Background: an optimization exercise with open tools, aiming at small area. Do not read the settings as production practice. In this exercise RTL edits were held to simulation tests only and were not proved equivalent to the original. Power and IR drop assume default switching activity.

==> flow/design.v <==
module regfile_ext_sb (
    input  logic        clk,
    input  logic        rst_n,
    input  logic        we,
    input  logic [2:0]  wmode,
    input  logic [4:0]  waddr,
    input  logic [31:0] wdata,
    input  logic [1:0]  byte_off,
    input  logic [31:0] pc,
    input  logic [9:0]  raddr,
    output logic [63:0] rdata,
    input  logic        issue_ld,
    input  logic [4:0]  ld_rd,
    output logic [31:0] busy,
    output logic        stall,
    output logic        misalign
);
    logic [31:0] regs_q [1:31];
    logic [31:1] busy_q;
    logic        misalign_q;
    logic m0, m1, m2, m3, m4, m5, mh;
    assign m0 = (wmode == 3'd0);
    assign m1 = (wmode == 3'd1);
    assign m2 = (wmode == 3'd2);
    assign m3 = (wmode == 3'd3);
    assign m4 = (wmode == 3'd4);
    assign m5 = (wmode == 3'd5);
    assign mh = m3 | m4;
    logic legal, misal;
    assign legal = (m0 && byte_off == 2'd0) || m1 || m2 || (mh && !byte_off[0]) || m5;
    assign misal = (m0 && byte_off != 2'd0) || (mh && byte_off[0]);
    logic [31:0] pc4;
    assign pc4 = {pc[31:2] + 30'd1, pc[1:0]};
    logic [3:0] lane;
    logic       mw, ma, mb;
    logic       sign8, sign16, ext8, ext16;
    assign lane   = {4{!m5}} & (4'b0001 << byte_off);
    assign mw     = m0 | mh;
    assign ma     = mw & !byte_off[1];
    assign mb     = mw & byte_off[1];
    assign sign8  = wdata[8*byte_off + 7];
    assign sign16 = wdata[16*byte_off[1] + 15];
    assign ext8   = m1 & sign8;
    assign ext16  = ext8 | (m3 & sign16);
    logic [31:0] wv;
    always_comb begin
        for (int b = 0; b < 8; b++) begin
            wv[b] = (lane[0] & wdata[b]) | (lane[1] & wdata[b+8]) |
                    (lane[2] & wdata[b+16]) | (lane[3] & wdata[b+24]) |
                    (m5 & pc4[b]);
        end
        for (int b = 8; b < 16; b++) begin
            wv[b] = (ma & wdata[b]) | (mb & wdata[b+16]) | ext8 | (m5 & pc4[b]);
        end
        for (int b = 16; b < 32; b++) begin
            wv[b] = (m0 & wdata[b]) | ext16 | (m5 & pc4[b]);
        end
    end
    logic        wok;
    logic [31:1] wrow, hrow;
    assign wok = we && legal && rst_n;
    always_comb begin
        for (int i = 1; i < 32; i++) begin
            wrow[i] = wok && (waddr == 5'(i));
        end
    end
    assign hrow = ~(wrow | {31{~rst_n}});
    for (genvar i = 1; i < 32; i++) begin : g_reg
        logic [31:0] nxt;
        for (genvar b = 0; b < 32; b++) begin : g_bit
            rf_hold u_hold (.q(regs_q[i][b]), .h(hrow[i]), .d(wv[b]), .w(wrow[i]), .y(nxt[b]));
        end
        always_ff @(posedge clk) begin
            regs_q[i] <= nxt;
        end
    end
    logic [31:1] lrow;
    always_comb begin
        for (int i = 1; i < 32; i++) begin
            lrow[i] = issue_ld && rst_n && (ld_rd == 5'(i));
        end
    end
    always_ff @(posedge clk) begin
        busy_q     <= (busy_q & hrow) | lrow;
        misalign_q <= rst_n && we && misal;
    end
    logic [1:0] byp;
    logic [1:0] st;
    logic [31:0] busy_v;
    assign busy_v = {busy_q, 1'b0};
    for (genvar k = 0; k < 2; k++) begin : g_port
        logic [4:0]  ra;
        logic [31:0] s;
        assign ra     = raddr[5*k +: 5];
        assign byp[k] = we && legal && (ra != 5'd0) && (waddr == ra);
        assign s[0]   = byp[k];
        for (genvar i = 1; i < 32; i++) begin : g_sel
            assign s[i] = !byp[k] && (ra == 5'(i));
        end
        assign st[k] = busy_v[ra];
        for (genvar b = 0; b < 32; b++) begin : g_bit
            logic [31:0] d;
            assign d[0] = wv[b];
            for (genvar i = 1; i < 32; i++) begin : g_d
                assign d[i] = regs_q[i][b];
            end
            rf_sel32 u_sel (.d(d), .s(s), .y(rdata[32*k+b]));
        end
    end
    assign stall    = |st;
    assign busy     = busy_v;
    assign misalign = misalign_q;
endmodule
module rf_hold (
    input  logic q,
    input  logic h,
    input  logic d,
    input  logic w,
    output logic y
);
    assign y = (q & h) | (d & w);
endmodule
module rf_sel32 (
    input  logic [31:0] d,
    input  logic [31:0] s,
    output logic        y
);
    logic [9:0] t;
    for (genvar g = 0; g < 10; g++) begin : g_aoi
        rf_aoi222 u_aoi (.d(d[3*g +: 3]), .s(s[3*g +: 3]), .y(t[g]));
    end
    rf_tail u_tail (.t(t), .d(d[31:30]), .s(s[31:30]), .y(y));
endmodule
module rf_aoi222 (
    input  logic [2:0] d,
    input  logic [2:0] s,
    output logic       y
);
    assign y = ~|(d & s);
endmodule
module rf_tail (
    input  logic [9:0] t,
    input  logic [1:0] d,
    input  logic [1:0] s,
    output logic       y
);
    assign y = ~&t | (|(d & s));
endmodule
==> flow/run.sh <==
#!/bin/bash
# synth_recipe.tcl (not shown) runs the flow's synth.tcl, then flattens the netlist and writes it again
# the make line also repeats each setting of config.mk as NAME=value (left out here)
make -C /OpenROAD-flow-scripts/flow DESIGN_CONFIG=/design/flow/config.mk WORK_HOME=/design/flow/orfs CLKGATE_MAP_FILE= SYNTH_SCRIPT=/design/flow/synth_recipe.tcl finish
==> flow/config.mk <==
export PLATFORM = sky130hd
export DESIGN_NAME = regfile_ext_sb
export DESIGN_NICKNAME = regfile_ext_sb
export VERILOG_FILES = /design/flow/design.v
export SDC_FILE = /design/flow/constraint.sdc
export NUM_CORES = 4
export LEC_CHECK = 0
export CAP_MARGIN = 20
export CORE_MARGIN = 2
export CORE_UTILIZATION = 50
export SLEW_MARGIN = 20
export SYNTH_HIERARCHICAL = 1
export SYNTH_MINIMUM_KEEP_SIZE = 0
==> flow/constraint.sdc <==
create_clock -name core_clock -period 10.0 [get_ports {clk}]
set_input_delay 2.0000 -clock core_clock [delete_from_list [all_inputs] [get_ports {clk}]]
set_output_delay 2.0000 -clock core_clock [all_outputs]
set_load 0.01 [all_outputs]
==> flow_metrics.py <==
metrics = {
    "critical_path": {
        "crit_arrival_ns": 7.11,
        "crit_path_end_kind": "output pin",
        "rr_worst_depth": 2,
        "reg2reg_slack_ns": 9.18,
        "crit_fanout": 33,
        "rr_endpoint": "busy_q[3]$_DFF_P_",
        "worstSetupPathType": "primary input to output pin",
        "r2r_start": "busy_q[3]$_DFF_P_",
        "cp-start-kind": "primary input",
        "critical_path_required_ns": 8.00,
    },
    "final_layout": {
        "area.growth.synth_to_final_pct": 21.1,
        "fin_nets": 4048,
        "drive_gt1_share_pct": 13.9,
        "multi_input_area_mm2": 0.0213,
        "fillers": 6700,
        "stdcell_count": 5106,
        "fin_util_pct": 61.0,
        "ff_latch_area_mm2": 0.0205,
    },
    "synth": {
        "yosysTopAreaCellShare_pct": 49.6,
        "synth-seq-cells": 1024,
        "synth.most_common_cell": "a22o_1",
        "ys_warn_count": 9,
        "yosys.area.top_type": "dfxtp_1",
        "synth_area_leaders": "dfxtp_1, a22o_1, a222oi_1",
        "syn_area_mm2": 0.0413,
        "yosysSeqAreaShare_pct": 49.6,
        "yosys-top-cells-count": "a22o_1, dfxtp_1, a222oi_1",
        "synth_cell_types": 50,
        "async_flop_share_pct": 0,
        "synth_ff_type": "dfxtp_1",
        "syn_nets": 3620,
        "avgSynthCellArea_um2": 11.7,
        "syn_inst": 3526,
        "synth_edf_count": 0,
    },
    "timing": {
        "rsz0062_at_grt": "false",
        "fin_skew_ns": 0,
        "fmax_ghz": 0.110,
        "whs_ns": 0.513,
        "min_period_ns": 9.11,
        "finalCritPeriodShare_pct": 91.1,
        "worstMarginPinSlew_ns": 1.13,
        "slew_violations": 0,
        "hold_viol_final": 0,
        "relSlewSlack_pct": 24.3,
        "tns_ns": 0,
        "setup-violations-final": 0,
    },
    "clock_network": {
        "path_clk_slew_ns": 0.06,
        "post_cts_resized": 0,
        "cts_htree_levels": 3,
        "post-cts-setup-buffers": 0,
        "root_buffer": "clkbuf_16",
        "cts_tree": "built",
        "clock_latency_ns": 0.68,
        "cts_sinks": 1024,
        "clockBufferDepth": 3,
        "cts_buffers": 105,
        "hold_buffers": 0,
    },
    "die": {
        "dieArea_mm2": 0.0850,
        "coreArea_mm2": 0.0820,
        "start_util_pct": 50.4,
        "io_pins": 191,
        "dieHeight_um": 291,
        "num_rows": 105,
        "die_width_um": 291,
    },
    "power": {
        "p_switching_mw": 2.23,
        "seq_power_share_pct": 46.9,
        "powerDensity_mw_per_mm2": 175,
        "p_clk_share_pct": 45.6,
        "p_total_mw": 8.77,
        "peakVddDrop_v": 0.000158,
        "p_sw_share_pct": 25.4,
        "p_leak_nw": 17.9,
        "p_comb_share_pct": 7.5,
        "internal-power_mw": 6.54,
    },
    "grt": {
        "first_global_vias": 42000,
        "grt_pass1_wl_um": 296000,
        "antenna_found_initial": 9,
        "grt.total_usage_pct": 47.1,
        "grt_max_degree": 60,
        "overflow": 0,
    },
    "routing": {
        "finalWirelength_um": 211000,
        "first_pass_iters": 14,
        "viasPerCell": 8.58,
        "final_antenna_net_count": 0,
        "dr.first_iter.drc_count": 10600,
        "drc": 0,
        "via_count": 43800,
        "routedWlPerCell_um": 41.4,
    },
    "status": {
        "status": "no timing/DRC/antenna violations",
    },
    "worst_hold_path": {
        "hp-class": "flop to flop",
        "hp-start": "regs_q[31][30]$_DFF_P_",
        "min_to": "regs_q[31][30]$_DFF_P_",
        "whs_path_depth": 1,
    },
    "placement": {
        "dp.final_hpwl_um": 122000,
        "place.gp.congestion": 1.03,
        "io_buffers": 189,
        "dp_cells": 4916,
    },
    "run": {
        "max_cap_viol_count": 0,
    },
}
[metrics by stage]
stage,cell area [µm²],setup WS [ns]
CTS,50000,0.909
detailed placement,46600,0.926
floorplan,41300,2.26
global route,50000,0.897
finish,50000,0.895
global placement,46400,1.08
[layer usage]
| layer | global-route usage [%] | vias to the layer above | share of wire, % |
|---|---|---|---|
| met4 | 34.9 | 6 | 8.8 |
| met1 | 58.6 | 21200 | 35 |
| li1 | - | 17000 | - |
| met5 | 0.227 | - | 0.019 |
| met3 | 19.1 | 1144 | 17 |
| met2 | 64.9 | 4549 | 40 |
[sequential cells by signal, summed over array words and instances, names as in the netlist]
name,cells
misalign_q,1
regs_q,992
busy_q,31
[cell type report]
cell class,count,area share [%]
Clock inverter,29,0.750
Clock buffer,158,6.14
Antenna cell,2,0.0100
Inverter,16,0.120
Timing Repair Buffer,368,6.78
Multi-Input combinational cell,2439,42.6
Tap cell,1070,2.68
Sequential cell,1024,41.0
[critical path, stage by stage]
cell and delay [ns]:
clkdlybuf4s50_1 0.86, xnor2_1 0.18, nand4_1 0.20, nor4_4 0.41, buf_4 0.50, or2_2 0.40
nor2_2 0.06, buf_4 0.35, a222oi_1 0.49, nand4_1 0.44, or4_4 0.66, clkdlybuf4s50_1 0.54
[modules after synthesis, one instance, submodules excluded, a selection]
module          cells inside  cell area (µm²)  copies in the design
rf_hold                    1             8.76                   992
regfile_ext_sb          1574            23900                     1
rf_aoi222                  1             10.0                   640
rf_tail                    5             36.3                    64
[cell families (layout without fill, tap and decap cells)]
group / after synthesis / after routing / share of synthesized area (%)
AO/OA/AOI/OAI: 1800 / 1800 / 39.7
XOR/XNOR: 35 / 35 / 0.742
adder cells (fa/ha/maj): 1 / 1 / 0.0303
buffers and inverters: 63 / 571 / 0.615
flip-flops: 1024 / 1024 / 49.6
multiplexers: 41 / 41 / 1.39
other: 1 / 3 / 0.00908
AND/OR/NAND/NOR: 561 / 561 / 7.90
[worst max-delay path by stage]
| stage | endpoint | depth (start not counted) | slack, ns | startpoint |
|---|---|---|---|---|
| finish | rdata[24] | 12 | 0.89 | raddr[2] |
| global placement | rdata[40] | 12 | 1.08 | raddr[7] |
| floorplan | rdata[32] | 10 | 2.26 | raddr[8] |
| detailed placement | rdata[40] | 12 | 0.93 | raddr[7] |
| CTS | rdata[40] | 12 | 0.91 | raddr[7] |
| global route | rdata[24] | 12 | 0.90 | raddr[2] |
[cells in the final DEF, fill, tap and decap left out, types with 12 or more instances in the layout]
cell type	instances
a22o_1	1064
dfxtp_1	1024
a222oi_1	641
clkdlybuf4s50_1	188
buf_4	168
nand4_1	139
nand2_1	124
clkbuf_16	109
or4_4	64
nor2_4	52
nor2_2	39
clkbuf_1	33
xnor2_1	30
nand3_1	23
o211ai_1	20
mux2i_1	18
nor2_1	17
clkbuf_8	17
nor2b_1	16
inv_1	16
clkinv_2	15
o22ai_1	14
mux4_2	12
[power groups by stage]
| stage | clock network [mW] | registers [mW] | logic [mW] |
|---|---|---|---|
| floorplan | 0 | 4.20 | 0.254 |
| global placement | 0 | 4.20 | 0.599 |
| detailed placement | 0 | 4.20 | 0.614 |
| CTS | 3.97 | 4.11 | 0.615 |
| global route | 4.14 | 4.11 | 0.651 |
| finish | 4.00 | 4.11 | 0.659 |

[static timing again, ports no longer ideal]
No port has a modelled driver above. Below, the same layout with a new extraction and two added sets of constraints.
Step 1: set_driving_cell puts a clkbuf_16 on clk and a buf_2 on each other input, an assumption about the parent block.
Step 2 moves the port delays by t, midway between the first and last clock arrival at a register: inputs arrive t later, outputs are due t later. That takes back most of the time a late clock gives input paths.
Slacks: ideal / step 1 / step 2; pairs: ideal / step 1.
shift t [ns]: 0.735
setup slack, ns: 0.895 / 0.839 / 0.839
hold slack, ns: 0.513 / 0.513 / 0.513
worst register clock-pin slew, ns: 0.07 / 0.07
worst slew at a driven data input, ns: 0.08
After both steps this run still meets setup and hold. For this run, drivers alone change the setup slack by -0.056 ns; drivers and shift together by -0.056 ns.
